Background: an optimization exercise with open tools, aiming at small area. Do not read the settings as production practice. The RTL was checked by simulation tests, not by an equivalence proof against the original design. Power is estimated from default activity; no workload was simulated.

### design.v
package pg_format_pkg;
    localparam int pitch_w     = 13;
    localparam int pdelta_w    = 17;
    localparam int phase_w     = 20;
    localparam int out_phase_w = 10;
    localparam int fnum_base_w = 12;
    typedef struct packed {
        logic [3:0] mcand;
        logic       calcmode;
    } inc_mode1_t;
    typedef struct packed {
        logic [2:0] mcand;
        logic       no_plus4;
        logic       calcmode;
    } inc_mode0_t;
    typedef union packed {
        inc_mode1_t m1;
        inc_mode0_t m0;
    } inc_word_u;
endpackage
package pg_table_pkg;
    function automatic logic [16:0] fnum_rom(input logic [5:0] idx);
        case (idx)
            6'h00: fnum_rom = {12'b010100_010011, 5'b00111};
            6'h01: fnum_rom = {12'b010100_100110, 5'b00111};
            6'h02: fnum_rom = {12'b010100_111001, 5'b00111};
            6'h03: fnum_rom = {12'b010101_001100, 5'b01001};
            6'h04: fnum_rom = {12'b010101_100000, 5'b01001};
            6'h05: fnum_rom = {12'b010101_110100, 5'b01001};
            6'h06: fnum_rom = {12'b010110_001000, 5'b01011};
            6'h07: fnum_rom = {12'b010110_011101, 5'b01001};
            6'h08: fnum_rom = {12'b010110_110010, 5'b01011};
            6'h09: fnum_rom = {12'b010111_000111, 5'b01011};
            6'h0A: fnum_rom = {12'b010111_011101, 5'b01101};
            6'h0B: fnum_rom = {12'b010111_110011, 5'b01101};
            6'h10: fnum_rom = {12'b011000_001001, 5'b01101};
            6'h11: fnum_rom = {12'b011000_011111, 5'b01101};
            6'h12: fnum_rom = {12'b011000_110110, 5'b01111};
            6'h13: fnum_rom = {12'b011001_001101, 5'b01111};
            6'h14: fnum_rom = {12'b011001_100101, 5'b01111};
            6'h15: fnum_rom = {12'b011001_111100, 5'b10001};
            6'h16: fnum_rom = {12'b011010_010101, 5'b10001};
            6'h17: fnum_rom = {12'b011010_101101, 5'b10001};
            6'h18: fnum_rom = {12'b011011_000110, 5'b10011};
            6'h19: fnum_rom = {12'b011011_011111, 5'b10011};
            6'h1A: fnum_rom = {12'b011011_111001, 5'b10101};
            6'h1B: fnum_rom = {12'b011100_010011, 5'b10101};
            6'h20: fnum_rom = {12'b011100_101101, 5'b10101};
            6'h21: fnum_rom = {12'b011101_001000, 5'b10111};
            6'h22: fnum_rom = {12'b011101_100011, 5'b10111};
            6'h23: fnum_rom = {12'b011101_111110, 5'b11001};
            6'h24: fnum_rom = {12'b011110_011010, 5'b11001};
            6'h25: fnum_rom = {12'b011110_110111, 5'b11001};
            6'h26: fnum_rom = {12'b011111_010011, 5'b11011};
            6'h27: fnum_rom = {12'b011111_110000, 5'b11101};
            6'h28: fnum_rom = {12'b100000_001110, 5'b11101};
            6'h29: fnum_rom = {12'b100000_101100, 5'b11101};
            6'h2A: fnum_rom = {12'b100001_001010, 5'b11111};
            6'h2B: fnum_rom = {12'b100001_101001, 5'b11111};
            6'h30: fnum_rom = {12'b100010_001001, 5'b11111};
            6'h31: fnum_rom = {12'b100010_101000, 5'b11110};
            6'h32: fnum_rom = {12'b100011_001001, 5'b11110};
            6'h33: fnum_rom = {12'b100011_101001, 5'b11110};
            6'h34: fnum_rom = {12'b100100_001011, 5'b11110};
            6'h35: fnum_rom = {12'b100100_101100, 5'b11110};
            6'h36: fnum_rom = {12'b100101_001110, 5'b11100};
            6'h37: fnum_rom = {12'b100101_110001, 5'b11100};
            6'h38: fnum_rom = {12'b100110_010100, 5'b11100};
            6'h39: fnum_rom = {12'b100110_111000, 5'b11100};
            6'h3A: fnum_rom = {12'b100111_011100, 5'b11100};
            6'h3B: fnum_rom = {12'b101000_000001, 5'b11100};
            default: fnum_rom = '0;
        endcase
    endfunction
    function automatic logic [11:0] fnum_base_lookup(input logic [5:0] idx);
        logic [16:0] entry;
        entry = fnum_rom(idx);
        fnum_base_lookup = entry[16:5];
    endfunction
    function automatic logic [4:0] fnum_inc_lookup(input logic [5:0] idx);
        logic [16:0] entry;
        entry = fnum_rom(idx);
        fnum_inc_lookup = entry[4:0];
    endfunction
    function automatic logic [3:0] dt1_intensity_offset(input logic [1:0] dt1_lo);
        case (dt1_lo)
            2'd0: dt1_intensity_offset = 4'd0;
            2'd1: dt1_intensity_offset = 4'd8;
            2'd2: dt1_intensity_offset = 4'd10;
            default: dt1_intensity_offset = 4'd11;
        endcase
    endfunction
    function automatic logic [4:0] dt1_base_lookup(input logic odd, input logic [1:0] sel);
        case ({odd, sel})
            3'b0_00: dt1_base_lookup = 5'b10000;
            3'b0_01: dt1_base_lookup = 5'b10001;
            3'b0_10: dt1_base_lookup = 5'b10011;
            3'b0_11: dt1_base_lookup = 5'b10100;
            3'b1_00: dt1_base_lookup = 5'b10110;
            3'b1_01: dt1_base_lookup = 5'b11000;
            3'b1_10: dt1_base_lookup = 5'b11011;
            default: dt1_base_lookup = 5'b11101;
        endcase
    endfunction
endpackage
`timescale 1ns/1ps
import pg_format_pkg::*;
import pg_table_pkg::*;
module pg_fnum_path
(
    input  logic [6:0]          i_kc,
    input  logic [5:0]          i_kf,
    output logic [fnum_base_w-1:0] o_base,
    output logic [5:0]             o_half
);
    logic n_new_n100;
    logic n_new_n101;
    logic n_new_n103;
    logic n_new_n104;
    logic n_new_n105;
    logic n_new_n106;
    logic n_new_n107;
    logic n_new_n108;
    logic n_new_n109;
    logic n_new_n110;
    logic n_new_n111;
    logic n_new_n112;
    logic n_new_n113;
    logic n_new_n114;
    logic n_new_n115;
    logic n_new_n116;
    logic n_new_n117;
    logic n_new_n118;
    logic n_new_n119;
    logic n_new_n120;
    logic n_new_n121;
    logic n_new_n122;
    logic n_new_n123;
    logic n_new_n124;
    logic n_new_n125;
    logic n_new_n127;
    logic n_new_n128;
    logic n_new_n129;
    logic n_new_n130;
    logic n_new_n131;
    logic n_new_n132;
    logic n_new_n133;
    logic n_new_n134;
    logic n_new_n135;
    logic n_new_n136;
    logic n_new_n137;
    logic n_new_n139;
    logic n_new_n140;
    logic n_new_n141;
    logic n_new_n142;
    logic n_new_n143;
    logic n_new_n144;
    logic n_new_n145;
    logic n_new_n147;
    logic n_new_n148;
    logic n_new_n149;
    logic n_new_n150;
    logic n_new_n151;
    logic n_new_n152;
    logic n_new_n153;
    logic n_new_n154;
    logic n_new_n155;
    logic n_new_n156;
    logic n_new_n157;
    logic n_new_n158;
    logic n_new_n159;
    logic n_new_n160;
    logic n_new_n161;
    logic n_new_n163;
    logic n_new_n164;
    logic n_new_n165;
    logic n_new_n166;
    logic n_new_n168;
    logic n_new_n169;
    logic n_new_n170;
    logic n_new_n171;
    logic n_new_n172;
    logic n_new_n174;
    logic n_new_n175;
    logic n_new_n176;
    logic n_new_n177;
    logic n_new_n179;
    logic n_new_n180;
    logic n_new_n181;
    logic n_new_n183;
    logic n_new_n186;
    logic n_new_n187;
    logic n_new_n188;
    logic n_new_n189;
    logic n_new_n190;
    logic n_new_n191;
    logic n_new_n192;
    logic n_new_n193;
    logic n_new_n194;
    logic n_new_n195;
    logic n_new_n196;
    logic n_new_n197;
    logic n_new_n198;
    logic n_new_n199;
    logic n_new_n200;
    logic n_new_n201;
    logic n_new_n202;
    logic n_new_n203;
    logic n_new_n204;
    logic n_new_n205;
    logic n_new_n206;
    logic n_new_n207;
    logic n_new_n208;
    logic n_new_n209;
    logic n_new_n210;
    logic n_new_n211;
    logic n_new_n212;
    logic n_new_n213;
    logic n_new_n214;
    logic n_new_n215;
    logic n_new_n216;
    logic n_new_n217;
    logic n_new_n218;
    logic n_new_n219;
    logic n_new_n220;
    logic n_new_n221;
    logic n_new_n222;
    logic n_new_n223;
    logic n_new_n224;
    logic n_new_n225;
    logic n_new_n226;
    logic n_new_n227;
    logic n_new_n228;
    logic n_new_n229;
    logic n_new_n230;
    logic n_new_n231;
    logic n_new_n232;
    logic n_new_n233;
    logic n_new_n234;
    logic n_new_n235;
    logic n_new_n237;
    logic n_new_n238;
    logic n_new_n239;
    logic n_new_n240;
    logic n_new_n241;
    logic n_new_n242;
    logic n_new_n243;
    logic n_new_n244;
    logic n_new_n245;
    logic n_new_n246;
    logic n_new_n247;
    logic n_new_n248;
    logic n_new_n249;
    logic n_new_n250;
    logic n_new_n251;
    logic n_new_n252;
    logic n_new_n253;
    logic n_new_n254;
    logic n_new_n255;
    logic n_new_n256;
    logic n_new_n257;
    logic n_new_n258;
    logic n_new_n259;
    logic n_new_n260;
    logic n_new_n261;
    logic n_new_n262;
    logic n_new_n263;
    logic n_new_n264;
    logic n_new_n266;
    logic n_new_n267;
    logic n_new_n268;
    logic n_new_n269;
    logic n_new_n270;
    logic n_new_n271;
    logic n_new_n272;
    logic n_new_n273;
    logic n_new_n274;
    logic n_new_n275;
    logic n_new_n276;
    logic n_new_n277;
    logic n_new_n278;
    logic n_new_n279;
    logic n_new_n280;
    logic n_new_n282;
    logic n_new_n283;
    logic n_new_n284;
    logic n_new_n285;
    logic n_new_n287;
    logic n_new_n288;
    logic n_new_n290;
    logic n_new_n32;
    logic n_new_n33;
    logic n_new_n34;
    logic n_new_n35;
    logic n_new_n36;
    logic n_new_n37;
    logic n_new_n38;
    logic n_new_n39;
    logic n_new_n40;
    logic n_new_n41;
    logic n_new_n42;
    logic n_new_n43;
    logic n_new_n44;
    logic n_new_n45;
    logic n_new_n46;
    logic n_new_n47;
    logic n_new_n48;
    logic n_new_n49;
    logic n_new_n50;
    logic n_new_n51;
    logic n_new_n52;
    logic n_new_n53;
    logic n_new_n54;
    logic n_new_n55;
    logic n_new_n56;
    logic n_new_n57;
    logic n_new_n58;
    logic n_new_n59;
    logic n_new_n60;
    logic n_new_n61;
    logic n_new_n62;
    logic n_new_n63;
    logic n_new_n64;
    logic n_new_n65;
    logic n_new_n66;
    logic n_new_n67;
    logic n_new_n68;
    logic n_new_n69;
    logic n_new_n70;
    logic n_new_n71;
    logic n_new_n72;
    logic n_new_n73;
    logic n_new_n75;
    logic n_new_n76;
    logic n_new_n77;
    logic n_new_n78;
    logic n_new_n79;
    logic n_new_n80;
    logic n_new_n81;
    logic n_new_n82;
    logic n_new_n83;
    logic n_new_n84;
    logic n_new_n85;
    logic n_new_n86;
    logic n_new_n87;
    logic n_new_n88;
    logic n_new_n89;
    logic n_new_n90;
    logic n_new_n91;
    logic n_new_n92;
    logic n_new_n93;
    logic n_new_n94;
    logic n_new_n95;
    logic n_new_n96;
    logic n_new_n97;
    logic n_new_n98;
    logic n_new_n99;
    assign n_new_n32 = ~i_kf[4] & ~i_kf[5];
    assign n_new_n33 = i_kc[0] & ~i_kc[3];
    assign n_new_n34 = n_new_n32 & n_new_n33;
    assign n_new_n35 = ~i_kc[1] & n_new_n34;
    assign n_new_n36 = ~i_kc[0] & ~i_kc[1];
    assign n_new_n37 = i_kc[0] & i_kc[1];
    assign n_new_n38 = ~n_new_n36 & ~n_new_n37;
    assign n_new_n39 = ~i_kc[3] & ~i_kf[5];
    assign n_new_n40 = n_new_n38 & n_new_n39;
    assign n_new_n41 = ~n_new_n33 & ~n_new_n40;
    assign n_new_n42 = ~n_new_n35 & ~n_new_n41;
    assign n_new_n43 = ~i_kc[1] & ~i_kc[2];
    assign n_new_n44 = i_kc[0] & ~i_kf[5];
    assign n_new_n45 = n_new_n43 & ~n_new_n44;
    assign n_new_n46 = i_kf[4] & n_new_n45;
    assign n_new_n47 = ~n_new_n42 & n_new_n46;
    assign n_new_n48 = ~i_kc[3] & ~i_kf[4];
    assign n_new_n49 = ~i_kc[0] & ~i_kc[3];
    assign n_new_n50 = ~i_kc[1] & i_kc[3];
    assign n_new_n51 = i_kc[0] & n_new_n50;
    assign n_new_n52 = ~n_new_n43 & ~n_new_n51;
    assign n_new_n53 = ~n_new_n49 & ~n_new_n52;
    assign n_new_n54 = n_new_n48 & n_new_n53;
    assign n_new_n55 = ~n_new_n37 & ~n_new_n54;
    assign n_new_n56 = i_kf[4] & i_kf[5];
    assign n_new_n57 = ~i_kc[0] & ~i_kf[4];
    assign n_new_n58 = i_kc[2] & i_kc[3];
    assign n_new_n59 = ~n_new_n32 & n_new_n58;
    assign n_new_n60 = ~n_new_n57 & n_new_n59;
    assign n_new_n61 = ~n_new_n48 & ~n_new_n50;
    assign n_new_n62 = ~n_new_n49 & n_new_n61;
    assign n_new_n63 = ~n_new_n60 & ~n_new_n62;
    assign n_new_n64 = ~n_new_n56 & ~n_new_n63;
    assign n_new_n65 = ~i_kc[1] & i_kc[2];
    assign n_new_n66 = n_new_n32 & ~n_new_n65;
    assign n_new_n67 = ~n_new_n36 & n_new_n66;
    assign n_new_n68 = ~i_kf[4] & i_kf[5];
    assign n_new_n69 = n_new_n49 & n_new_n68;
    assign n_new_n70 = n_new_n65 & n_new_n69;
    assign n_new_n71 = ~n_new_n67 & ~n_new_n70;
    assign n_new_n72 = ~n_new_n64 & n_new_n71;
    assign n_new_n73 = n_new_n55 & n_new_n72;
    assign o_base[0] = ~n_new_n47 & n_new_n73;
    assign n_new_n75 = ~i_kc[1] & ~i_kc[3];
    assign n_new_n76 = i_kf[4] & ~n_new_n75;
    assign n_new_n77 = ~n_new_n39 & ~n_new_n76;
    assign n_new_n78 = i_kc[0] & n_new_n56;
    assign n_new_n79 = ~i_kc[0] & ~n_new_n56;
    assign n_new_n80 = n_new_n43 & ~n_new_n79;
    assign n_new_n81 = ~n_new_n78 & n_new_n80;
    assign n_new_n82 = ~n_new_n77 & ~n_new_n81;
    assign n_new_n83 = n_new_n51 & ~n_new_n82;
    assign n_new_n84 = ~i_kf[5] & n_new_n49;
    assign n_new_n85 = ~n_new_n65 & n_new_n84;
    assign n_new_n86 = i_kc[1] & ~i_kc[3];
    assign n_new_n87 = n_new_n56 & ~n_new_n86;
    assign n_new_n88 = i_kf[4] & n_new_n49;
    assign n_new_n89 = ~n_new_n87 & n_new_n88;
    assign n_new_n90 = ~n_new_n70 & ~n_new_n89;
    assign n_new_n91 = ~n_new_n85 & n_new_n90;
    assign n_new_n92 = ~i_kc[2] & n_new_n79;
    assign n_new_n93 = n_new_n67 & n_new_n92;
    assign n_new_n94 = i_kc[1] & ~n_new_n57;
    assign n_new_n95 = i_kf[5] & ~n_new_n75;
    assign n_new_n96 = ~n_new_n94 & n_new_n95;
    assign n_new_n97 = ~i_kc[0] & i_kc[3];
    assign n_new_n98 = ~i_kc[2] & n_new_n97;
    assign n_new_n99 = n_new_n96 & n_new_n98;
    assign n_new_n100 = ~n_new_n93 & ~n_new_n99;
    assign n_new_n101 = n_new_n91 & n_new_n100;
    assign o_base[1] = ~(~n_new_n83 & n_new_n101);
    assign n_new_n103 = ~i_kc[0] & n_new_n56;
    assign n_new_n104 = n_new_n43 & n_new_n103;
    assign n_new_n105 = ~i_kc[0] & i_kc[2];
    assign n_new_n106 = i_kf[4] & ~i_kf[5];
    assign n_new_n107 = ~n_new_n105 & n_new_n106;
    assign n_new_n108 = n_new_n38 & n_new_n107;
    assign n_new_n109 = ~n_new_n104 & ~n_new_n108;
    assign n_new_n110 = i_kc[1] & ~i_kc[2];
    assign n_new_n111 = n_new_n69 & n_new_n110;
    assign n_new_n112 = ~n_new_n97 & ~n_new_n105;
    assign n_new_n113 = n_new_n66 & ~n_new_n112;
    assign n_new_n114 = ~n_new_n111 & ~n_new_n113;
    assign n_new_n115 = n_new_n109 & n_new_n114;
    assign n_new_n116 = n_new_n76 & ~n_new_n84;
    assign n_new_n117 = i_kc[1] & i_kc[2];
    assign n_new_n118 = n_new_n97 & n_new_n117;
    assign n_new_n119 = ~i_kf[4] & ~n_new_n118;
    assign n_new_n120 = ~n_new_n116 & ~n_new_n119;
    assign n_new_n121 = i_kc[0] & n_new_n68;
    assign n_new_n122 = i_kc[3] & ~n_new_n121;
    assign n_new_n123 = n_new_n65 & ~n_new_n84;
    assign n_new_n124 = ~n_new_n122 & n_new_n123;
    assign n_new_n125 = ~n_new_n120 & ~n_new_n124;
    assign o_base[2] = ~(n_new_n115 & n_new_n125);
    assign n_new_n127 = i_kc[2] & ~i_kf[5];
    assign n_new_n128 = ~n_new_n77 & ~n_new_n127;
    assign n_new_n129 = ~n_new_n97 & n_new_n128;
    assign n_new_n130 = ~n_new_n50 & ~n_new_n65;
    assign n_new_n131 = ~n_new_n58 & ~n_new_n130;
    assign n_new_n132 = n_new_n68 & n_new_n131;
    assign n_new_n133 = ~n_new_n32 & ~n_new_n56;
    assign n_new_n134 = n_new_n117 & ~n_new_n133;
    assign n_new_n135 = ~n_new_n34 & ~n_new_n37;
    assign n_new_n136 = ~n_new_n134 & n_new_n135;
    assign n_new_n137 = ~n_new_n132 & n_new_n136;
    assign o_base[3] = ~n_new_n129 & n_new_n137;
    assign n_new_n139 = ~n_new_n53 & n_new_n87;
    assign n_new_n140 = ~n_new_n39 & ~n_new_n58;
    assign n_new_n141 = ~n_new_n61 & ~n_new_n140;
    assign n_new_n142 = ~n_new_n128 & n_new_n141;
    assign n_new_n143 = ~n_new_n48 & n_new_n92;
    assign n_new_n144 = ~n_new_n142 & ~n_new_n143;
    assign n_new_n145 = ~n_new_n139 & n_new_n144;
    assign o_base[4] = n_new_n55 & n_new_n145;
    assign n_new_n147 = i_kc[0] & n_new_n131;
    assign n_new_n148 = i_kc[1] & ~n_new_n97;
    assign n_new_n149 = ~i_kf[5] & ~n_new_n148;
    assign n_new_n150 = ~n_new_n131 & n_new_n149;
    assign n_new_n151 = ~n_new_n147 & ~n_new_n150;
    assign n_new_n152 = i_kf[4] & ~n_new_n151;
    assign n_new_n153 = ~i_kc[3] & n_new_n93;
    assign n_new_n154 = n_new_n103 & ~n_new_n117;
    assign n_new_n155 = ~n_new_n96 & ~n_new_n154;
    assign n_new_n156 = n_new_n76 & ~n_new_n155;
    assign n_new_n157 = ~n_new_n110 & n_new_n140;
    assign n_new_n158 = n_new_n57 & n_new_n157;
    assign n_new_n159 = ~n_new_n35 & ~n_new_n158;
    assign n_new_n160 = ~n_new_n156 & n_new_n159;
    assign n_new_n161 = ~n_new_n153 & n_new_n160;
    assign o_base[5] = ~(~n_new_n152 & n_new_n161);
    assign n_new_n163 = n_new_n40 & ~n_new_n93;
    assign n_new_n164 = n_new_n45 & n_new_n133;
    assign n_new_n165 = i_kc[3] & n_new_n164;
    assign n_new_n166 = n_new_n155 & ~n_new_n165;
    assign o_base[6] = ~(~n_new_n163 & n_new_n166);
    assign n_new_n168 = n_new_n56 & n_new_n117;
    assign n_new_n169 = ~n_new_n49 & ~n_new_n157;
    assign n_new_n170 = n_new_n38 & ~n_new_n169;
    assign n_new_n171 = i_kc[3] & n_new_n105;
    assign n_new_n172 = ~n_new_n170 & ~n_new_n171;
    assign o_base[7] = ~n_new_n168 & ~n_new_n172;
    assign n_new_n174 = ~n_new_n103 & ~n_new_n118;
    assign n_new_n175 = ~n_new_n87 & ~n_new_n174;
    assign n_new_n176 = ~i_kc[2] & n_new_n49;
    assign n_new_n177 = n_new_n52 & ~n_new_n176;
    assign o_base[8] = ~(~n_new_n175 & n_new_n177);
    assign n_new_n179 = n_new_n103 & n_new_n117;
    assign n_new_n180 = i_kc[2] & n_new_n49;
    assign n_new_n181 = ~n_new_n131 & ~n_new_n180;
    assign o_base[9] = ~(~n_new_n179 & n_new_n181);
    assign n_new_n183 = i_kc[3] & ~n_new_n43;
    assign o_base[10] = ~n_new_n37 & ~n_new_n183;
    assign o_base[11] = ~n_new_n37 & n_new_n183;
    assign n_new_n186 = i_kc[2] & ~n_new_n36;
    assign n_new_n187 = ~i_kc[3] & ~n_new_n186;
    assign n_new_n188 = n_new_n135 & ~n_new_n187;
    assign n_new_n189 = ~i_kc[3] & n_new_n188;
    assign n_new_n190 = n_new_n43 & n_new_n79;
    assign n_new_n191 = ~n_new_n189 & ~n_new_n190;
    assign n_new_n192 = ~n_new_n37 & n_new_n191;
    assign n_new_n193 = i_kf[2] & n_new_n192;
    assign n_new_n194 = i_kf[3] & n_new_n37;
    assign n_new_n195 = n_new_n142 & ~n_new_n151;
    assign n_new_n196 = ~n_new_n65 & ~n_new_n110;
    assign n_new_n197 = i_kf[5] & ~n_new_n112;
    assign n_new_n198 = ~n_new_n196 & n_new_n197;
    assign n_new_n199 = ~n_new_n85 & ~n_new_n164;
    assign n_new_n200 = ~n_new_n198 & n_new_n199;
    assign n_new_n201 = ~n_new_n195 & n_new_n200;
    assign n_new_n202 = i_kf[2] & ~n_new_n201;
    assign n_new_n203 = ~n_new_n42 & ~n_new_n81;
    assign n_new_n204 = i_kf[3] & n_new_n203;
    assign n_new_n205 = ~n_new_n202 & n_new_n204;
    assign n_new_n206 = i_kf[0] & n_new_n205;
    assign n_new_n207 = ~n_new_n59 & ~n_new_n186;
    assign n_new_n208 = o_base[11] & ~n_new_n207;
    assign n_new_n209 = ~n_new_n37 & ~n_new_n208;
    assign n_new_n210 = ~i_kf[0] & ~n_new_n205;
    assign n_new_n211 = n_new_n209 & ~n_new_n210;
    assign n_new_n212 = ~n_new_n206 & n_new_n211;
    assign n_new_n213 = ~n_new_n194 & ~n_new_n212;
    assign n_new_n214 = n_new_n193 & ~n_new_n213;
    assign n_new_n215 = ~n_new_n193 & n_new_n213;
    assign n_new_n216 = ~n_new_n214 & ~n_new_n215;
    assign n_new_n217 = i_kf[1] & n_new_n209;
    assign n_new_n218 = n_new_n188 & n_new_n217;
    assign n_new_n219 = n_new_n191 & n_new_n217;
    assign n_new_n220 = i_kf[0] & n_new_n188;
    assign n_new_n221 = ~n_new_n219 & ~n_new_n220;
    assign n_new_n222 = i_kf[2] & n_new_n203;
    assign n_new_n223 = i_kf[3] & n_new_n209;
    assign n_new_n224 = ~n_new_n201 & n_new_n223;
    assign n_new_n225 = n_new_n222 & ~n_new_n224;
    assign n_new_n226 = ~n_new_n222 & n_new_n224;
    assign n_new_n227 = ~n_new_n225 & ~n_new_n226;
    assign n_new_n228 = ~n_new_n221 & ~n_new_n227;
    assign n_new_n229 = ~n_new_n218 & ~n_new_n228;
    assign n_new_n230 = i_kf[0] & n_new_n191;
    assign n_new_n231 = ~n_new_n228 & ~n_new_n230;
    assign n_new_n232 = n_new_n218 & ~n_new_n231;
    assign n_new_n233 = ~n_new_n229 & ~n_new_n232;
    assign n_new_n234 = ~n_new_n216 & ~n_new_n233;
    assign n_new_n235 = n_new_n216 & n_new_n233;
    assign o_half[0] = ~n_new_n234 & ~n_new_n235;
    assign n_new_n237 = ~i_kf[0] & n_new_n202;
    assign n_new_n238 = ~n_new_n208 & ~n_new_n237;
    assign n_new_n239 = n_new_n204 & ~n_new_n238;
    assign n_new_n240 = ~n_new_n214 & ~n_new_n239;
    assign n_new_n241 = i_kf[0] & n_new_n204;
    assign n_new_n242 = n_new_n217 & ~n_new_n241;
    assign n_new_n243 = ~i_kf[1] & n_new_n204;
    assign n_new_n244 = n_new_n209 & ~n_new_n243;
    assign n_new_n245 = i_kf[0] & ~n_new_n244;
    assign n_new_n246 = ~n_new_n242 & ~n_new_n245;
    assign n_new_n247 = i_kf[2] & n_new_n188;
    assign n_new_n248 = i_kf[3] & n_new_n192;
    assign n_new_n249 = ~n_new_n247 & n_new_n248;
    assign n_new_n250 = n_new_n247 & ~n_new_n248;
    assign n_new_n251 = i_kf[2] & i_kf[3];
    assign n_new_n252 = ~n_new_n209 & n_new_n251;
    assign n_new_n253 = n_new_n201 & n_new_n252;
    assign n_new_n254 = ~n_new_n250 & ~n_new_n253;
    assign n_new_n255 = ~n_new_n249 & n_new_n254;
    assign n_new_n256 = ~n_new_n246 & ~n_new_n255;
    assign n_new_n257 = n_new_n246 & n_new_n255;
    assign n_new_n258 = ~n_new_n256 & ~n_new_n257;
    assign n_new_n259 = ~n_new_n240 & n_new_n258;
    assign n_new_n260 = n_new_n240 & ~n_new_n258;
    assign n_new_n261 = ~n_new_n259 & ~n_new_n260;
    assign n_new_n262 = ~n_new_n232 & ~n_new_n235;
    assign n_new_n263 = n_new_n261 & ~n_new_n262;
    assign n_new_n264 = ~n_new_n261 & n_new_n262;
    assign o_half[1] = ~n_new_n263 & ~n_new_n264;
    assign n_new_n266 = ~n_new_n259 & ~n_new_n263;
    assign n_new_n267 = i_kf[1] & ~n_new_n209;
    assign n_new_n268 = n_new_n256 & n_new_n267;
    assign n_new_n269 = i_kf[1] & ~n_new_n242;
    assign n_new_n270 = ~n_new_n256 & ~n_new_n269;
    assign n_new_n271 = i_kf[3] & n_new_n188;
    assign n_new_n272 = ~i_kf[2] & ~n_new_n271;
    assign n_new_n273 = i_kf[3] & n_new_n250;
    assign n_new_n274 = ~n_new_n272 & ~n_new_n273;
    assign n_new_n275 = ~n_new_n270 & n_new_n274;
    assign n_new_n276 = n_new_n270 & ~n_new_n274;
    assign n_new_n277 = ~n_new_n275 & ~n_new_n276;
    assign n_new_n278 = ~n_new_n268 & ~n_new_n277;
    assign n_new_n279 = ~n_new_n266 & n_new_n278;
    assign n_new_n280 = n_new_n266 & ~n_new_n278;
    assign o_half[2] = ~(~n_new_n279 & ~n_new_n280);
    assign n_new_n282 = i_kf[3] & ~n_new_n247;
    assign n_new_n283 = n_new_n266 & ~n_new_n275;
    assign n_new_n284 = ~n_new_n276 & ~n_new_n283;
    assign n_new_n285 = n_new_n282 & ~n_new_n284;
    assign o_half[5] = n_new_n263 & n_new_n267;
    assign n_new_n287 = ~n_new_n282 & ~o_half[5];
    assign n_new_n288 = n_new_n284 & n_new_n287;
    assign o_half[3] = ~(~n_new_n285 & ~n_new_n288);
    assign n_new_n290 = i_kf[3] & ~o_half[5];
    assign o_half[4] = ~n_new_n285 & n_new_n290;
endmodule
`timescale 1ns/1ps
import pg_format_pkg::*;
import pg_table_pkg::*;
module pg_detune_path
(
    input  logic [6:0]          i_kc,
    input  logic [2:0]          i_dt1,
    output logic [4:0]          o_mag,
    output logic                o_neg
);
    logic n_new_n17;
    logic n_new_n18;
    logic n_new_n19;
    logic n_new_n20;
    logic n_new_n21;
    logic n_new_n22;
    logic n_new_n23;
    logic n_new_n24;
    logic n_new_n25;
    logic n_new_n26;
    logic n_new_n27;
    logic n_new_n28;
    logic n_new_n29;
    logic n_new_n30;
    logic n_new_n31;
    logic n_new_n32;
    logic n_new_n33;
    logic n_new_n34;
    logic n_new_n35;
    logic n_new_n36;
    logic n_new_n37;
    logic n_new_n38;
    logic n_new_n39;
    logic n_new_n40;
    logic n_new_n41;
    logic n_new_n42;
    logic n_new_n43;
    logic n_new_n44;
    logic n_new_n45;
    logic n_new_n46;
    logic n_new_n47;
    logic n_new_n48;
    logic n_new_n49;
    logic n_new_n50;
    logic n_new_n51;
    logic n_new_n52;
    logic n_new_n54;
    logic n_new_n55;
    logic n_new_n56;
    logic n_new_n58;
    logic n_new_n59;
    logic n_new_n60;
    logic n_new_n62;
    logic n_new_n63;
    logic n_new_n65;
    logic n_new_n66;
    logic n_new_n67;
    assign n_new_n17 = i_kc[5] & i_dt1[1];
    assign n_new_n18 = i_dt1[0] & i_dt1[1];
    assign n_new_n19 = ~i_kc[4] & ~n_new_n18;
    assign n_new_n20 = ~i_kc[5] & ~i_dt1[1];
    assign n_new_n21 = ~n_new_n17 & ~n_new_n20;
    assign n_new_n22 = ~n_new_n19 & n_new_n21;
    assign n_new_n23 = ~n_new_n17 & ~n_new_n22;
    assign n_new_n24 = i_kc[6] & ~n_new_n23;
    assign n_new_n25 = ~i_dt1[0] & ~i_dt1[1];
    assign n_new_n26 = ~i_kc[6] & n_new_n23;
    assign n_new_n27 = ~n_new_n25 & ~n_new_n26;
    assign n_new_n28 = ~n_new_n24 & n_new_n27;
    assign n_new_n29 = n_new_n19 & ~n_new_n21;
    assign n_new_n30 = ~n_new_n22 & ~n_new_n29;
    assign n_new_n31 = n_new_n28 & n_new_n30;
    assign n_new_n32 = i_kc[4] & i_kc[5];
    assign n_new_n33 = i_kc[6] & n_new_n32;
    assign n_new_n34 = i_kc[2] & ~n_new_n33;
    assign n_new_n35 = i_kc[3] & ~n_new_n33;
    assign n_new_n36 = ~n_new_n34 & ~n_new_n35;
    assign n_new_n37 = i_kc[3] & n_new_n34;
    assign n_new_n38 = ~n_new_n36 & ~n_new_n37;
    assign n_new_n39 = i_kc[4] & n_new_n18;
    assign n_new_n40 = ~n_new_n19 & ~n_new_n39;
    assign n_new_n41 = ~n_new_n35 & n_new_n40;
    assign n_new_n42 = ~n_new_n38 & ~n_new_n41;
    assign n_new_n43 = n_new_n31 & n_new_n42;
    assign n_new_n44 = ~n_new_n25 & n_new_n30;
    assign n_new_n45 = n_new_n24 & n_new_n38;
    assign n_new_n46 = ~n_new_n26 & ~n_new_n45;
    assign n_new_n47 = n_new_n44 & ~n_new_n46;
    assign n_new_n48 = ~n_new_n36 & ~n_new_n40;
    assign n_new_n49 = ~n_new_n30 & n_new_n48;
    assign n_new_n50 = n_new_n28 & n_new_n49;
    assign n_new_n51 = ~n_new_n34 & ~n_new_n41;
    assign n_new_n52 = ~n_new_n25 & ~n_new_n30;
    assign o_mag[3] = n_new_n24 & n_new_n52;
    assign n_new_n54 = n_new_n51 & o_mag[3];
    assign n_new_n55 = ~n_new_n50 & ~n_new_n54;
    assign n_new_n56 = ~n_new_n47 & n_new_n55;
    assign o_mag[0] = ~(~n_new_n43 & n_new_n56);
    assign n_new_n58 = n_new_n30 & ~n_new_n48;
    assign n_new_n59 = n_new_n28 & ~n_new_n58;
    assign n_new_n60 = n_new_n42 & o_mag[3];
    assign o_mag[4] = n_new_n24 & n_new_n44;
    assign n_new_n62 = n_new_n51 & o_mag[4];
    assign n_new_n63 = ~n_new_n60 & ~n_new_n62;
    assign o_mag[1] = ~(~n_new_n59 & n_new_n63);
    assign n_new_n65 = n_new_n42 & o_mag[4];
    assign n_new_n66 = n_new_n48 & o_mag[3];
    assign n_new_n67 = ~n_new_n65 & ~n_new_n66;
    assign o_mag[2] = ~(~n_new_n31 & n_new_n67);
    assign o_neg = i_dt1[2];
endmodule
`timescale 1ns/1ps
import pg_format_pkg::*;
module pg_phase_accum
#(
    parameter int phase_slots = 32
) (
    input  logic                   i_EMUCLK,
    input  logic                   i_rst,
    input  logic [pdelta_w-1:0]    i_sum,
    input  logic [3:0]             i_mul,
    input  logic                   i_phase_rst,
    output logic                   o_live,
    output logic [out_phase_w-1:0] o_phase
);
    logic [5:0]             since_rst;
    logic                   ring_live;
    logic                   stage_live;
    logic                   tap_live;
    logic [phase_w-1:0]     prod;
    logic [phase_w-1:0]     old_phase;
    logic [phase_w-1:0]     ring [0:phase_slots-1];
    always_ff @(posedge i_EMUCLK) begin
        if (i_rst) begin
            since_rst <= '0;
        end else if (!since_rst[5]) begin
            since_rst <= since_rst + 6'd1;
        end
    end
    assign stage_live = since_rst > 6'd1;
    assign ring_live  = since_rst[5];
    assign tap_live   = since_rst > 6'd4;
    assign o_live     = since_rst > 6'd3;
    logic [phase_w-1:0] row0, row1, row2, row3;
    assign row0 = i_mul[0] ? {3'b0, i_sum} : ((i_mul == 4'd0) ? {4'b0, i_sum[16:1]} : '0);
    assign row1 = i_mul[1] ? {2'b0, i_sum, 1'b0} : '0;
    assign row2 = i_mul[2] ? {1'b0, i_sum, 2'b0} : '0;
    assign row3 = i_mul[3] ? {i_sum, 3'b0} : '0;
    assign old_phase = ring_live ? ring[phase_slots-1] : '0;
    always_ff @(posedge i_EMUCLK) begin
        if (!stage_live || i_phase_rst) begin
            ring[0] <= '0;
        end else begin
            ring[0] <= old_phase + row0 + row1 + row2 + row3;
        end
        for (int i = 1; i < phase_slots; i++) begin
            ring[i] <= ring[i-1];
        end
    end
    assign o_phase = tap_live ? ring[4][phase_w-1:phase_w-out_phase_w] : '0;
endmodule
`timescale 1ns/1ps
import pg_format_pkg::*;
module pg_top #(
    parameter int phase_slots = 32
) (
    input  logic       i_EMUCLK,
    input  logic       i_rst,
    input  logic [6:0] i_kc,
    input  logic [5:0] i_kf,
    input  logic [2:0] i_dt1,
    input  logic [3:0] i_mul,
    input  logic       i_phase_rst,
    output logic [9:0] o_phase,
    output logic [4:0] o_eg_shift
);
    logic [fnum_base_w-1:0] fbase;
    logic [5:0]             fhalf;
    logic [fnum_base_w-1:0] fnum_s1;
    logic [4:0]             det_mag;
    logic                   det_neg;
    logic [fnum_base_w-1:0] base_s1;
    logic [5:0]             half_s1;
    logic [4:0]             mag_s1;
    logic                   neg_s1;
    logic [3:0]             mul_s1, mul_s2;
    logic                   prst_s1, prst_s2;
    logic [4:0]             shift_s1, shift_s2, shift_s3, shift_s4;
    logic [pdelta_w-1:0]    shifted;
    logic [pdelta_w-1:0]    sum_s2;
    logic                   eg_live;
    pg_fnum_path u_fnum_path (
        .i_kc   (i_kc),
        .i_kf   (i_kf),
        .o_base (fbase),
        .o_half (fhalf)
    );
    pg_detune_path u_detune_path (
        .i_kc  (i_kc),
        .i_dt1 (i_dt1),
        .o_mag (det_mag),
        .o_neg (det_neg)
    );
    assign fnum_s1 = base_s1 + {6'b0, half_s1};
    logic [13:0]            sh1;
    logic [15:0]            sh2;
    logic [18:0]            sh4;
    assign sh1     = shift_s1[2] ? {1'b0, fnum_s1, 1'b0} : {2'b0, fnum_s1};
    assign sh2     = shift_s1[3] ? {sh1, 2'b0} : {2'b0, sh1};
    assign sh4     = shift_s1[4] ? {sh2[14:0], 4'b0} : {3'b0, sh2};
    assign shifted = sh4[18:2];
    logic [5:0]             det_lo;
    logic                   det_up, det_dn;
    logic [11:0]            det_hi;
    assign det_lo = {1'b0, shifted[4:0]} + {1'b0, mag_s1 ^ {5{neg_s1}}} + {5'b0, neg_s1};
    assign det_up = det_lo[5] & ~neg_s1;
    assign det_dn = neg_s1 & ~det_lo[5];
    always_comb begin
        for (int i = 0; i < 12; i++) begin
            det_hi[i] = shifted[5+i] ^ ((det_up & (&(shifted[16:5] | (12'hfff << i))))
                                      | (det_dn & ~(|(shifted[16:5] & ~(12'hfff << i)))));
        end
    end
    always_ff @(posedge i_EMUCLK) begin
        base_s1  <= fbase;
        half_s1  <= fhalf;
        mag_s1   <= det_mag;
        neg_s1   <= det_neg;
        mul_s1   <= i_mul;
        prst_s1  <= i_phase_rst;
        shift_s1 <= i_kc[6:2];
        sum_s2   <= {det_hi, det_lo[4:0]};
        mul_s2   <= mul_s1;
        prst_s2  <= prst_s1;
        shift_s2 <= shift_s1;
        shift_s3 <= shift_s2;
        shift_s4 <= shift_s3;
    end
    pg_phase_accum #(
        .phase_slots (phase_slots)
    ) u_phase_accum (
        .i_EMUCLK    (i_EMUCLK),
        .i_rst       (i_rst),
        .i_sum       (sum_s2),
        .i_mul       (mul_s2),
        .i_phase_rst (prst_s2),
        .o_live      (eg_live),
        .o_phase     (o_phase)
    );
    assign o_eg_shift = eg_live ? shift_s4 : '0;
endmodule
### flow/run.sh
#!/bin/bash
# The standard layout, with a leaner clock tree (no dummy loads, larger
# sink clusters) and the smallest buffer on each port. The tools' own logs
# stay under orfs/logs; make's output goes to standard.log.
set -u
export CTS_ARGS="-sink_clustering_enable -repair_clock_nets -dont_use_dummy_load -sink_clustering_size 30 -sink_clustering_max_diameter 60 -buf_list sky130_fd_sc_hd__clkbuf_16"
export BUFFER_PORTS_ARGS="-buffer_cell sky130_fd_sc_hd__buf_1"
bash standard.sh > standard.log 2>&1
### standard.sh
#!/bin/bash
# synth_recipe.tcl (not shown) runs the flow's synth.tcl, then flattens the netlist and writes it again
# the make line also repeats each setting of config.mk as NAME=value (left out here)
make -C /OpenROAD-flow-scripts/flow DESIGN_CONFIG=/design/flow/config.mk WORK_HOME=/design/flow/orfs CLKGATE_MAP_FILE= SYNTH_SCRIPT=/design/flow/synth_recipe.tcl "${@:-finish}"
### config.mk
export PLATFORM = sky130hd
export DESIGN_NAME = pg_top
export DESIGN_NICKNAME = pg_top
export VERILOG_FILES = /design/flow/design.v
export SDC_FILE = /design/flow/constraint.sdc
export NUM_CORES = 4
export LEC_CHECK = 0
export CAP_MARGIN = 20
export CORE_MARGIN = 2
export CORE_UTILIZATION = 70
export SLEW_MARGIN = 20
### constraint.sdc
create_clock -name core_clock -period 5.0 [get_ports {i_EMUCLK}]
set_input_delay 1.0000 -clock core_clock [delete_from_list [all_inputs] [get_ports {i_EMUCLK}]]
set_output_delay 1.0000 -clock core_clock [all_outputs]
set_load 0.01 [all_outputs]
==> reports/qor.yml, run 1 <==
outcome: "finished clean"
clock_latency_ns: 0.56
final_core_util: 0.771
io_buffers: 37
clkTransAtPathRegs_ns: 0.10
grt-ovfl-total: 0
syn_inst: 1579
p_comb_frac: 0.216
core-area_um2: 28700
max_freq_mhz: 207
irDropWorstVdd_mv: 0.397
rows: 62
fillCellCount: 1713
post-route-min-period_ns: 4.84
setup.worst_path.end: "u_phase_accum.ring[0][17]$_SDFF_PP0_"
stdcell_count: 2020
register_area_um2: 14400
die_area_um2: 30500
cpMostUsedCell: "fa_2"
slew_headroom: 0.407
antenna_found_initial: 0
r2r_end: "u_phase_accum.ring[0][17]$_SDFF_PP0_"
power_mw: 12.9
grt_pass1_wl_um: 60300
seq_power_share: 0.561
dp_slack_ns: 0.00584
grt_pass1_vias: 11100
hpwlAfterDp_um: 23300
p_int_mw: 9.16
start_util: 0.711
setup_viol: 0
drive_gt1_frac: 0.0697
period_share: 0.967
fin_skew_ns: 0.0935
cts_buffers: 35
drc: 0
timing.rr.start: "mul_s2[2]$_DFF_P_"
grt_max_degree: 31
drtIter0Drc: 818
synth_seq_cells: 717
cp-end-kind: "register"
setup_tns_ns: 0
final_area_um2: 22100
hold_viol_final: 0
vias: 11000
synth_flop_cell: "dfxtp_1"
async_reset_ff_frac: 0
synth.distinct_cells: 77
switching_share: 0.287
avgSynthCellArea_um2: 12.9
critical_path_depth: 20
htree_levels: 2
ios: 38
synth_top_area_share: 0.703
required_ns: 5.43
ctsLongestPathBuffers: 3
syn_area_um2: 20400
reg2reg_depth: 20
cts_hold_buf: 0
drt-total-wl_um: 38000
path_max_fanout: 18
cp_cell_sequence: "buf_12 > nor4_4 > a22o_1 > fa_1 > inv_1 > fa_2 > inv_2 > fa_2 > ha_4 > fa_2 > a21o_1 > a21oi_2 > nor2b_1 > o21a_2 > o41ai_4 > o21ai_2 > nor4b_4 > nor2_2 > xnor2_1 > nor2_1"
powerDensity_nw_per_um2: 581
p_sw_mw: 3.69
cts_tree: "done"
tightest_slew_ns: 0.866
synth_edf_count: 0
grt_usage: 0.252
ys_seq_area_frac: 0.703
routedWlPerCell_um: 18.8
clock_power_share: 0.222
ff2ff_setup_slack_ns: 0.16
p_leak_nw: 9.31
drtPass1Iterations: 5
drv_cap: 0
gp_congestion: 0.879
cp_num_buf_inv: 3
hold_slack_ns: 0.257
vias_per_cell: 5.43
critPathLaunch: "mul_s2[2]$_DFF_P_"
die_w_um: 175
synth_area_leaders: "dfxtp_1 70%, fa_1 5.2%, ha_1 3.4%"
hold_path_class: "reg2reg"
critPathLaunchType: "register"
fin_nets: 1770
critPathSlowestCell: "fa_1"
layout_setup_ws_ns: 0.164
multi_input_area_um2: 5710
die_height_um: 175
path_delay_family: "adder cells"
worstPathArrival_ns: 5.26
synth.largest_area_cell: "dfxtp_1"
antenna-diode-count: 0
maxSlewViolCount: 0
cts-root-buf: "clkbuf_16"
postRouteAntennaNets: 0
place_area_um2: 21100
synth_fp_nets: 1711
cpPeakStageDelay_ns: 0.48
ys_warn_count: 3
dpl.cell_count: 1984
cts.sinks: 717
area_delta_synth_final_pct: 8.42
crit_type: "reg2reg"
[Yosys cell counts (all sizes together) (8+ instances only)]
master	number
o21ai	50
clkbuf	43
dfxtp	717
xor2	21
ha	56
xnor2	29
fa	53
nor2b	19
nand3	26
and2	34
a22oi	8
a21oi	50
nand2	103
inv	81
nor3	25
mux2i	8
a22o	14
a31oi	10
a211oi	11
a21o	9
o21a	8
o211ai	9
nor2	82
[routing by layer]
layer | wire, um | vias up | part of all wire | global-route usage
met5 | 0 | - | 0 | 0
met2 | 18600 | 349 | 0.49 | 0.425
li1 | - | 5274 | - | -
met1 | 16500 | 5269 | 0.43 | 0.337
met3 | 1860 | 77 | 0.049 | 0.0411
met4 | 1110 | 0 | 0.029 | 0.0750
[power groups by stage]
stage / sequential [mW] / clock (mW) / combinational, mW
after floorplan: 7.10 / 0 / 1.79
after global placement: 7.23 / 0 / 2.24
after detailed placement: 7.29 / 0 / 2.37
after CTS: 7.23 / 2.91 / 2.61
after global routing: 7.31 / 3.10 / 3.03
final: 7.22 / 2.86 / 2.78
[worst min path at each step]
stage,from,endpoint,slack (ns),cells past startpoint
2_1_floorplan,mul_s1[0]$_DFF_P_,mul_s2[0]$_DFF_P_,0.31,0
3_3_place_gp,u_phase_accum.ring[16][7]$_DFF_P_,u_phase_accum.ring[17][7]$_DFF_P_,0.31,0
3_5_place_dp,u_phase_accum.ring[7][17]$_DFF_P_,u_phase_accum.ring[8][17]$_DFF_P_,0.31,0
4_1_cts,u_phase_accum.ring[30][0]$_DFF_P_,u_phase_accum.ring[31][0]$_DFF_P_,0.25,0
5_1_grt,u_phase_accum.ring[30][0]$_DFF_P_,u_phase_accum.ring[31][0]$_DFF_P_,0.24,0
6_report,u_phase_accum.ring[30][0]$_DFF_P_,u_phase_accum.ring[31][0]$_DFF_P_,0.26,0
[area by class of cell]
class | count | share of cell area
clock buffer | 35 | 0.0396
inverter | 83 | 0.0141
multi-input combinational | 731 | 0.258
sequential | 717 | 0.649
tap | 384 | 0.0217
timing repair buffer | 70 | 0.0180
[what timing repair did]
| item | in CTS | in global routing |
|---|---|---|
| hold endpoints to repair | 0 | 0 |
| pin swaps | 2 | 10 |
| setup buffers | 0 | 1 |
| cloned | 0 | 0 |
| gates resized for setup | 6 | 25 |
| setup endpoints to repair | 4 | 12 |
[cell families after synthesis]
family	Yosys count	share of synthesized area
flip-flops	717	0.703
AND/OR/NAND/NOR	337	0.0819
AO/OA/AOI/OAI	222	0.0737
buffers and inverters	131	0.0243
adder cells (fa/ha/maj)	109	0.0863
XOR/XNOR	50	0.0218
multiplexers	13	0.00889
[flip-flops by register name, indices dropped and copies added (netlist names), 4 cells and up]
name,cells
mag_s1,5
base_s1,12
u_phase_accum.since_rst,6
sum_s2,17
half_s1,6
shift_s3,5
mul_s1,4
shift_s1,5
shift_s4,5
shift_s2,5
u_phase_accum.ring,640
mul_s2,4
[layout by cell type (no fill, tap or decap), types with 4 or more instances in the layout]
cell type    n
nand2_1    103
nor2b_1     18
buf_4       32
a21oi_1     47
nor4_1       4
a211o_1      4
a22oi_1      8
o211ai_1     9
a31oi_1     10
clkbuf_16   35
fa_2         4
a21o_1       9
nor2_1      80
mux4_2       4
nor3_1      25
mux2i_1      8
ha_1        55
dfxtp_1    716
o21ai_1      5
a22o_1      14
o21bai_1     6
xnor2_1     27
o211a_1      4
inv_1       78
fa_1        49
nand3_1     26
and2_1      34
xor2_1      21
nand2b_1     6
o21a_1       7
a211oi_1    10
buf_1       37
o21ai_0     43
nor4b_1      5
and3_1       4
==> run 2, diff against run 1 <==
==> flow/run.sh (replaced) <==
#!/bin/bash
# The standard layout, with a leaner clock tree (no dummy loads, larger
# sink clusters) and the smallest buffer on each port. The tools' own logs
# stay under orfs/logs; make's output goes to standard.log.
set -u
export CTS_ARGS="-sink_clustering_enable -repair_clock_nets -dont_use_dummy_load -sink_clustering_size 20 -sink_clustering_max_diameter 60 -buf_list sky130_fd_sc_hd__clkbuf_8"
export BUFFER_PORTS_ARGS="-buffer_cell sky130_fd_sc_hd__buf_1"
bash standard.sh > standard.log 2>&1
--- a/config.mk
+++ b/config.mk
@@ -8,4 +8,5 @@
 export CAP_MARGIN = 20
 export CORE_MARGIN = 2
 export CORE_UTILIZATION = 70
+export GPL_TIMING_DRIVEN = 0
 export SLEW_MARGIN = 20
==> run 2 against run 1 <==
Still clean on timing, DRC and antenna. Area after synthesis is the same. Via count increased by 2.0%. Critical path depth is 4 lower. Non-clock buffer count grew 30. Critical endpoint is now u_phase_accum.ring[0][12]$_SDFF_PP0_.
==> reports/qor.yml, run 2 <==
grt_pass1_vias: 11600  # +4.6%
clkTransAtPathRegs_ns: 0.11  # about the same
hold_slack_ns: 0.273  # +0.0158 ns
start_util: 0.711  # unchanged
synth_area_leaders: "dfxtp_1 70%, fa_1 5.2%, ha_1 3.4%"
drive_gt1_frac: 0.0866  # +0.0169
final_cell_mix: "712 x dfxtp_1, 103 x nand2_1, 77 x nor2_1"
ys_warn_count: 3  # unchanged
maxSlewViolCount: 0  # unchanged
routedWlPerCell_um: 18.6  # -1.4%
tightest_slew_ns: 0.926  # +0.0600 ns
setup_tns_ns: 0  # unchanged
io_buffers: 35  # -5.4%
post-route-min-period_ns: 4.92  # +0.0846 ns
outcome: "finished clean"
critPathLaunchType: "register"
drc: 0  # unchanged
hold_viol_final: 0  # unchanged
synth.largest_area_cell: "dfxtp_1"
synth_common_cells: "717 x dfxtp_1, 103 x nand2_1, 81 x nor2_1"
irDropWorstVdd_mv: 0.356  # -10%
largest_reg_flops: 640  # unchanged
avgSynthCellArea_um2: 12.9  # unchanged
synth.distinct_cells: 77  # unchanged
cts_tree: "done"
area_delta_synth_final_pct: 8.02
die_height_um: 175  # unchanged
slew_headroom: 0.366  # -0.0410
vias_per_cell: 5.43  # about the same
cts-root-buf: "clkbuf_8"
setup_viol: 0  # unchanged
antenna-diode-count: 0  # unchanged
drv_cap: 0  # unchanged
fillCellCount: 1671  # -2.5%
drtIter0Drc: 709  # -13%
reg.largest.list: "u_phase_accum.ring (640), sum_s2 (17), base_s1 (12)"
ys_seq_area_frac: 0.703  # unchanged
die_w_um: 175  # unchanged
drtPass1Iterations: 5  # unchanged
ios: 38  # unchanged
grt_usage: 0.256  # +0.00476
synth_seq_cells: 717  # unchanged
synth_most_common_cell: "dfxtp_1"
multi_input_area_um2: 5810  # +1.8%
syn_inst: 1579  # unchanged
clock_latency_ns: 0.61  # +0.05 ns
largest-register: "u_phase_accum.ring"
required_ns: 5.45  # +0.02 ns
max_freq_mhz: 203  # -1.7%
drt-total-wl_um: 38200  # +0.44%
worstPathArrival_ns: 5.37  # +0.11 ns
powerDensity_nw_per_um2: 559  # -3.8%
cp-end-kind: "register"
rsz0062_at_grt: "true"
crit_type: "reg2reg"
final_core_util: 0.768  # -0.00283
async_reset_ff_frac: 0  # unchanged
grt-ovfl-total: 0  # unchanged
grt_pass1_wl_um: 61500  # +2.0%
vias: 11200  # +2.0%
place_area_um2: 21100  # -0.34%
hpwlAfterDp_um: 25300  # +8.5%
syn_area_um2: 20400  # unchanged
ctsLongestPathBuffers: 3  # unchanged
hold_path_class: "reg2reg"
period_share: 0.984  # +0.0169
grt_max_degree: 21  # -32%
core-area_um2: 28700  # unchanged
fin_nets: 1808  # +2.1%
final_common_cell: "dfxtp_1"
rows: 62  # unchanged
cts.sinks: 717  # unchanged
gp_congestion: 0.866  # -1.4%
die_area_um2: 30500  # unchanged
path_max_fanout: 5  # -13
fin_skew_ns: 0.113  # +0.0196 ns
synth_flop_cell: "dfxtp_1"
synth_edf_count: 0  # unchanged
synth_fp_nets: 1711  # unchanged
final_area_um2: 22100  # -0.37%
postRouteAntennaNets: 0  # unchanged
p_leak_nw: 9.25  # -0.69%
cts_buffers: 43  # +23%
synth_top_area_share: 0.703  # unchanged
register_area_um2: 14400  # +0.10%
cts_hold_buf: 0  # unchanged
antenna_found_initial: 1  # +1
htree_levels: 2  # unchanged
==> run 2: logic make-up (layout without fill, tap and decap cells) <==
logic type                 Yosys count  count (layout)  share of synthesized area
xor gates and xnor gates            50              50                     0.0218
muxes                               13              13                    0.00889
AOI/OAI and AO/OA                  222             222                     0.0737
and+or+nand+nor                    337             337                     0.0819
DFF                                717             717                      0.703
buffers and inverters              131             226                     0.0243
adders and majority gates          109             109                     0.0863
==> run 2: path summary, 6_finish.rpt <==
kind	cells after the start	from	end	slack [ns]
worst max-delay path	16	mul_s2[3]$_DFF_P_	u_phase_accum.ring[0][12]$_SDFF_PP0_	0.08
worst min-delay path	0	u_phase_accum.ring[1][5]$_DFF_P_	u_phase_accum.ring[2][5]$_DFF_P_	0.27
worst max register to register	16	mul_s2[3]$_DFF_P_	u_phase_accum.ring[0][12]$_SDFF_PP0_	0.08
worst min register to register	0	u_phase_accum.ring[1][5]$_DFF_P_	u_phase_accum.ring[2][5]$_DFF_P_	0.27
==> run 2: final cells by class <==
| type | count | share of cell area |
|---|---|---|
| Tap cell | 384 | 0.0218 |
| Inverter | 83 | 0.0141 |
| Buffer | 43 | 0.00840 |
| Timing Repair Buffer | 57 | 0.0136 |
| Clock buffer | 43 | 0.0268 |
| Multi-Input combinational cell | 731 | 0.264 |
| Sequential cell | 717 | 0.652 |
==> run 2: through the flow <==
step / worst slack (ns) / instances / total power, mW
6_report: 0.0791 / 2058 / 12.3
5_1_grt: -0.0239 / 2058 / 12.9
4_1_cts: -0.0156 / 2053 / 12.1
3_5_place_dp: -1.46 / 1998 / 9.69
3_3_place_gp: -1.20 / 1998 / 9.44
2_1_floorplan: 0.00496 / 1579 / 8.89
==> run 2: where the power goes <==
group | internal [mW] | total [mW] | switching, mW
clock network | 0.780 | 2.32 | 1.54
logic | 1.15 | 2.82 | 1.67
registers | 6.79 | 7.18 | 0.393
total | 8.72 | 12.3 | 3.60
==> run 2: critical path: stages (launching register included) <==
cell and delay, ns:
dfxtp_4 0.40, buf_4 0.15, nand2_1 0.07, fa_1 0.53, inv_1 0.05, fa_1 0.55, fa_2 0.66, ha_1 0.26
a21o_1 0.17, a21oi_1 0.25, nor2b_1 0.10, o21a_1 0.21, o41a_1 0.44, a21o_1 0.22, a21oi_1 0.27, xor2_1 0.16
nor2_1 0.31
==> run 2: repair_timing <==
item / in CTS / in global routing
pin swaps: 17 / 17
gates resized for setup: 40 / 32
setup buffers: 17 / 5
hold endpoints to repair: 0 / 0
setup endpoints to repair: 11 / 11
==> run 2: metal layers <==
| metal | vias to the layer above | share of wire | track usage |
|---|---|---|---|
| li1 | 5353 | - | - |
| met1 | 5340 | 0.43 | 0.340 |
| met2 | 387 | 0.47 | 0.425 |
| met3 | 105 | 0.052 | 0.0348 |
| met4 | 0 | 0.043 | 0.114 |
| met5 | - | 0 | 0 |
==> run 3, diff against run 2 <==
--- a/config.mk
+++ b/config.mk
@@ -8,5 +8,4 @@
 export CAP_MARGIN = 20
 export CORE_MARGIN = 2
 export CORE_UTILIZATION = 70
-export GPL_TIMING_DRIVEN = 0
 export SLEW_MARGIN = 20
==> run 3 against run 2 <==
Cell count down 1.5%. Critical path depth up 4. Global-route usage down 2.8 points. Clock power about the same. Sequential power about the same. Register-to-register slack better by 0.18 ns. Clock-buffer cell count up 1. Critical path type unchanged. Critical endpoint is now u_phase_accum.ring[0][19]$_SDFF_PP0_. Largest cell class unchanged.
==> reports/qor.yml, run 3 <==
drtPass1Iterations: 5  # unchanged
synth_seq_cells: 717  # unchanged
die_area_um2: 30500  # unchanged
drive_gt1_frac: 0.0693  # -0.0173
ctsLongestPathBuffers: 3  # unchanged
cpMostUsedCell: "fa_1"
vias_per_cell: 5.28  # -2.8%
cp_num_buf_inv: 3  # +1
cts_hold_buf: 0  # unchanged
setup_viol: 0  # unchanged
grt_pass1_wl_um: 55500  # -9.7%
synth_flop_cell: "dfxtp_1"
max_freq_mhz: 211  # +3.9%
dpl.cell_count: 1984  # -0.70%
required_ns: 5.46  # about the same
fillCellCount: 1762  # +5.4%
ys_seq_area_frac: 0.703  # unchanged
final_cell_mix: "717 x dfxtp_1, 103 x nand2_1, 81 x nor2_1"
cts.sinks: 717  # unchanged
p_sw_mw: 3.40  # -5.5%
reg.largest.list: "u_phase_accum.ring (640), sum_s2 (17), base_s1 (12)"
grt_usage: 0.228  # -0.0281
tightest_slew_ns: 0.898  # -0.0287 ns
io_buffers: 37  # +5.7%
routedWlPerCell_um: 17.1  # -7.9%
powerDensity_nw_per_um2: 553  # -1.1%
multi_input_area_um2: 5680  # -2.3%
antenna-diode-count: 0  # unchanged
grt_pass1_vias: 10800  # -7.1%
wl_met2_um: 16400  # -8.7%
area_delta_synth_final_pct: 6.88
maxSlewViolCount: 0  # unchanged
p_leak_nw: 9.18  # -0.70%
critPathSlowestCell: "fa_1"
fin_nets: 1778  # -1.7%
vias: 10700  # -4.2%
dp_slack_ns: 0.00584  # +1.47 ns
core-area_um2: 28700  # unchanged
synth.distinct_cells: 77  # unchanged
final_core_util: 0.760  # -0.00811
avgSynthCellArea_um2: 12.9  # unchanged
async_reset_ff_frac: 0  # unchanged
ios: 38  # unchanged
largest-register: "u_phase_accum.ring"
grt-ovfl-total: 0  # unchanged
ys_warn_count: 3  # unchanged
synth_edf_count: 0  # unchanged
period_share: 0.948  # -0.0367
drv_cap: 0  # unchanged
post_cts_buffers: 0  # -17
syn_inst: 1579  # unchanged
htree_levels: 2  # unchanged
seq_power_share: 0.595  # +0.012
drc: 0  # unchanged
p_comb_frac: 0.212  # -0.017
cts-root-buf: "clkbuf_8"
cts_buffers: 44  # +2.3%
crit_type: "reg2reg"
cp-end-kind: "register"
gp_congestion: 0.879  # +1.5%
die_height_um: 175  # unchanged
drt-total-wl_um: 34700  # -9.2%
rows: 62  # unchanged
synth_top_area_share: 0.703  # unchanged
cts_tree: "done"
hpwlAfterDp_um: 23300  # -7.9%
fin_skew_ns: 0.102  # -0.0113 ns
post-route-min-period_ns: 4.74  # -0.183 ns
cpPeakStageDelay_ns: 0.47  # -0.19 ns
p_int_mw: 8.65  # -0.74%
die_w_um: 175  # unchanged
critPathLaunchType: "register"
register_area_um2: 14400  # -0.11%
switching_share: 0.282  # -0.0100
slew_headroom: 0.386  # +0.0196
path_max_fanout: 18  # +13
layout_setup_ws_ns: 0.262  # +0.183 ns
hold_path_class: "reg2reg"
highest_layer: "met4"
antenna_found_initial: 0  # -1
irDropWorstVdd_mv: 0.367  # +3.1%
path_delay_family: "adder cells"
synth.largest_area_cell: "dfxtp_1"
synth_common_cells: "717 x dfxtp_1, 103 x nand2_1, 81 x nor2_1"
synth_area_leaders: "dfxtp_1 70%, fa_1 5.2%, ha_1 3.4%"
hold_slack_ns: 0.271  # -0.00229 ns
hold_viol_final: 0  # unchanged
drtIter0Drc: 717  # +1.1%
clkTransAtPathRegs_ns: 0.11  # about the same
stdcell_count: 2028  # -1.5%
outcome: "finished clean"
synth_fp_nets: 1711  # unchanged
synth_most_common_cell: "dfxtp_1"
grt_max_degree: 26  # +24%
worstPathArrival_ns: 5.19  # -0.18 ns
ff2ff_setup_slack_ns: 0.26  # +0.18 ns
met3_length_um: 1550  # -21%
start_util: 0.711  # unchanged
setup_tns_ns: 0  # unchanged
cp_cell_sequence: "buf_12 > nor4_4 > a22o_1 > fa_1 > inv_1 > fa_1 > inv_1 > fa_1 > ha_1 > fa_2 > a21o_1 > a21oi_2 > nor2b_1 > o21a_1 > o41ai_4 > o21ai_2 > nor4b_2 > o31ai_1 > xnor2_1 > nor2_1"
clock_latency_ns: 0.59  # -0.02 ns
clock_power_share: 0.193  # +0.005
syn_area_um2: 20400  # unchanged
largest_reg_flops: 640  # unchanged
wl_met1_um: 15700  # -5.3%
postRouteAntennaNets: 0  # unchanged
final_common_cell: "dfxtp_1"
run 3: layout make-up:
class | instances | share of cell area
multi-input combinational | 731 | 0.260
tap | 384 | 0.0220
clock buffer | 44 | 0.0278
inverter | 83 | 0.0143
sequential | 717 | 0.658
timing repair buffer | 69 | 0.0179
run 3: path summary, 6_finish.rpt:
path / end / cells after the start / startpoint
max: u_phase_accum.ring[0][19]$_SDFF_PP0_ / 20 / mul_s2[2]$_DFF_P_
min: u_phase_accum.ring[2][19]$_DFF_P_ / 0 / u_phase_accum.ring[1][19]$_DFF_P_
max reg2reg: u_phase_accum.ring[0][19]$_SDFF_PP0_ / 20 / mul_s2[2]$_DFF_P_
min reg2reg: u_phase_accum.ring[2][19]$_DFF_P_ / 0 / u_phase_accum.ring[1][19]$_DFF_P_
run 3: layer usage:
metal | GRT usage | vias up
met5 | 0 | -
met4 | 0.0698 | 0
met3 | 0.0344 | 65
met2 | 0.377 | 274
met1 | 0.315 | 5092
li1 | - | 5283
run 3: logic make-up (layout without fill, tap and decap cells):
group / after synthesis / in the layout / share of synthesized area
AOI/OAI and AO/OA: 222 / 222 / 0.0737
DFF: 717 / 717 / 0.703
adders and majority gates: 109 / 109 / 0.0863
muxes: 13 / 13 / 0.00889
buffers and inverters: 131 / 196 / 0.0243
xor gates and xnor gates: 50 / 50 / 0.0218
and+or+nand+nor: 337 / 337 / 0.0819
run 3: through the flow:
stage | cell area [um^2] | total power [mW]
global route | 21800 | 12.7
detailed placement | 21100 | 9.66
CTS | 21700 | 12.0
global placement | 21100 | 9.48
finish | 21800 | 12.1
floorplan | 20400 | 8.89
run 3: what timing repair did:
item	4_1_cts	5_1_grt
pin swaps	0	2
setup endpoints to repair	1	12
gates resized for setup	1	19
run 3: worst register-to-register path: cells and delay by family (launching register included):
kind / cells / cell delay (ns)
buffers and inverters: 3 / 0.29
DFF: 1 / 0.37
AOI/OAI and AO/OA: 7 / 1.36
xor gates and xnor gates: 1 / 0.16
adders and majority gates: 5 / 1.95
and+or+nand+nor: 4 / 0.50
run 3: power by group through the flow:
stage	logic [mW]	registers, mW	clock network, mW
after detailed placement	2.37	7.29	0
final	2.56	7.17	2.33
after global routing	2.84	7.27	2.58
after global placement	2.24	7.23	0
after floorplan	1.79	7.10	0
after CTS	2.46	7.18	2.38

-- re-timing with driven ports --
The flow's constraints put no driver on any port. The routed layouts listed below were extracted and timed again, unchanged, in two steps.
Step 1 (the two cells are an assumption about what drives the block):
set clk [get_ports {i_EMUCLK}]
set_driving_cell -lib_cell sky130_fd_sc_hd__clkbuf_16 $clk
set_driving_cell -lib_cell sky130_fd_sc_hd__buf_2 [delete_from_list [all_inputs] $clk]
Step 2 also shifts input and output timing later by t, the mid clock arrival at the registers, as if the neighbouring blocks saw the same clock.
Slacks: no drivers / after step 1 / after step 2; pairs: no drivers / after step 1.
| run | t, ns | slack for setup (ns) | worst setup path after step 2 | slew at the worst register clock pin (ns) | cell pins on the clock port's net |
|---|---|---|---|---|---|
| run 1 | 0.560 | 0.164 / 0.164 / 0.164 | register to register | 0.11 / 0.11 | 1 |
| run 2 | 0.598 | 0.079 / 0.079 / -0.057 | input to register | 0.12 / 0.12 | 1 |
| run 3 | 0.586 | 0.262 / 0.262 / 0.262 | register to register | 0.12 / 0.12 | 1 |
With both steps, setup timing fails in run 2, where it was met with ideal ports. For run 2, which loses most, drivers alone change the setup slack by 0.000 ns; drivers and shift together by -0.136 ns.
